Background: an optimization exercise with open tools, aiming at small area and a short achievable clock period. Do not read the settings as production practice. In this exercise RTL edits were held to simulation tests only and were not proved equivalent to the original.

## build 11
==> flow/design.v (excerpt) <==
module key_expansion
#(
    parameter int NR = key_expansion_pkg::NR_DEFAULT
) (
    input  logic            clk,
    input  logic            rst_n,
    input  logic            start_in,
    input  logic [31:0]     K0_in,
    input  logic [31:0]     K1_in,
    input  logic [31:0]     K2_in,
    input  logic [31:0]     K3_in,
    input  logic            ready_in,
    output logic [31:0]     D0_out,
    output logic [31:0]     D1_out,
    output logic [31:0]     D2_out,
    output logic [31:0]     D3_out,
    output logic            valid_out,
    output logic [3:0]      round_out,
    output logic            busy_out,
    output logic            done_out
);
    logic        valid_q, done_q;
    logic [31:0] w0_q, w1_q, w2_q, w3_q;
    logic [3:0]  round_q;
    logic [31:0] sub_word;
    logic [31:0] t_word;
    logic [31:0] rc_word;
    logic [31:0] p0, p1, p2, p3;
    logic [31:0] sel_ld, sel_adv, sel_hold;
    logic [3:0]  round_d;
    logic        last;
    for (genvar i = 0; i < 4; i++) begin : g_sbox
        aes_sbox u_sbox (
            .data (w3_q[(8*i + 24) % 32 +: 8]),
            .sub  (sub_word[8*i +: 8])
        );
    end
    assign rc_word  = {key_expansion_pkg::rcon_next(round_q), 24'h000000};
    assign p0       = w0_q ^ rc_word;
    assign p1       = p0 ^ w1_q;
    assign p2       = p1 ^ w2_q;
    assign p3       = p2 ^ w3_q;
    assign sel_ld   = {32{~valid_q}};
    assign sel_adv  = {32{valid_q & ready_in}};
    assign sel_hold = {32{valid_q & ~ready_in}};
    assign t_word   = sel_adv & sub_word;       
    assign last     = round_q[3] & round_q[1];    
  ...
Size: ~1,500 cells after synthesis, ~130 flip-flops, about 270 I/O pins, about 11,000 um^2 of cells after synthesis.
Settings: LEC_CHECK=0, CAP_MARGIN=20, CORE_MARGIN=2, CORE_UTILIZATION=40, SLEW_MARGIN=20; clock period 17.0 ns.
standard.sh (not shown) runs the stock make flow with config.mk's settings and CLKGATE_MAP_FILE= SYNTH_SCRIPT=/design/flow/synth_recipe.tcl, a recipe that flattens the netlist after the stock synthesis.
==> flow/flow/run.sh <==
#!/bin/bash
# Layout flow: the standard ORFS flow (standard.sh), with extra make variables from
# flow/make_args.txt (one VAR=value per line) and, if flow/abc.script exists, that ABC
# script in place of ORFS's abc_speed.script and abc_area.script (a copy of ORFS's scripts folder is used).
# Each ORFS step writes its own log under orfs/logs/; make's output goes to make.log.
set -euo pipefail
HERE=$(pwd)
ARGS=()
if [[ -f flow/abc.script ]]; then
  rm -rf "$HERE/scripts"
  cp -r "$FLOW_HOME/scripts" "$HERE/scripts"
  cp flow/abc.script "$HERE/scripts/abc_speed.script"
  cp flow/abc.script "$HERE/scripts/abc_area.script"
  ARGS+=("SCRIPTS_DIR=$HERE/scripts")
fi
if [[ -f flow/make_args.txt ]]; then
  while IFS= read -r line; do
    [[ -n "$line" && "$line" != \#* ]] && ARGS+=("$line")
  done < flow/make_args.txt
fi
echo "make args: ${ARGS[*]}" > make.log
bash standard.sh "${ARGS[@]}" finish >> make.log 2>&1
==> flow/flow/abc.script <==
strash
dch
map -D 3000
topo
stime -c
buffer -c
upsize -c
dnsize -c
==> flow/flow/make_args.txt <==
ABC_CLOCK_PERIOD_IN_PS=3000
CORE_UTILIZATION=50
SETUP_SLACK_MARGIN=12.5
BUFFER_PORTS_ARGS=-buffer_cell sky130_fd_sc_hd__buf_1
CTS_BUF_LIST=sky130_fd_sc_hd__clkbuf_8
REMOVE_ABC_BUFFERS=1
diff inputs: build 11 => build 59
--- a/flow/flow/make_args.txt
+++ b/flow/flow/make_args.txt
@@ -2 +2 @@
-CORE_UTILIZATION=50
+CORE_UTILIZATION=30
@@ -6 +5,0 @@
-REMOVE_ABC_BUFFERS=1
### Flow results
Between build 11 and build 59, the highest fanout seen on the critical path is higher for build 11.
Build 59 drops fewer vias than build 11.
The maximum clock frequency of build 59 is higher than that of build 11.
[compare] base=build 11 new=build 59: growth of design area from synthesis to finish moved up, global-route wire length before repair higher, minimum setup slack in the final design rose 0.047 ns.
The inputs of build 38 differ from those of build 59 as listed below.
==> flow/flow/make_args.txt <==
ABC_CLOCK_PERIOD_IN_PS=3000
CORE_UTILIZATION=50
SETUP_SLACK_MARGIN=12.35
BUFFER_PORTS_ARGS=-buffer_cell sky130_fd_sc_hd__buf_1
CTS_ARGS=-sink_clustering_enable -repair_clock_nets -buf_list {sky130_fd_sc_hd__clkbuf_4 sky130_fd_sc_hd__clkbuf_8} -root_buf sky130_fd_sc_hd__clkbuf_8 -sink_clustering_buffer sky130_fd_sc_hd__clkbuf_4 -dont_use_dummy_load
Findings:
- Post-synthesis to final-layout area growth: build 38 < build 59
- Build 59 has a lower register fraction of the total cell area than build 38.
- Fraction of layout cells with a size suffix above 1: higher on build 59
- Of build 38 and build 59, the higher wire length of the first global-routing pass belongs to build 59.
- Setup clock skew after layout, build 38 and build 59: larger value in build 38
- On final critical path time including I/O delays and setup: build 38 sits above build 59.
- Build 38 vs. build 59: design area went down by 7.1%.
- In build 38, die span in x is lower than in build 59.

[static timing again, ports no longer ideal]
No port has a modelled driver above. Below, the same layouts with a new extraction and two added sets of constraints.
Step 1 assumes that a clkbuf_16 drives the clock port and a buf_2 every other input.
Step 2 moves the port delays by t, midway between the first and last clock arrival at a register: inputs arrive t later, outputs are due t later. That takes back most of the time a late clock gives input paths.
Three values: ideal, step 1, step 2; two values: the first two.
run	t (ns)	slack for setup (ns)	worst hold slack (ns)	slew at the worst register clock pin (ns)	worst data-port slew with drivers (ns)
build 11	0.494	12.410 / 12.367 / 11.896	0.593 / 0.593 / 0.593	0.09 / 0.09	0.16
build 59	0.518	12.457 / 12.414 / 12.052	0.613 / 0.613 / 0.613	0.10 / 0.10	0.06
build 38	0.490	12.396 / 12.354 / 11.977	0.624 / 0.624 / 0.624	0.10 / 0.10	0.09
After both steps every run listed still meets setup and hold. The setup slack of build 11, which loses most, moves by -0.043 ns with the drivers and by -0.514 ns with both steps.
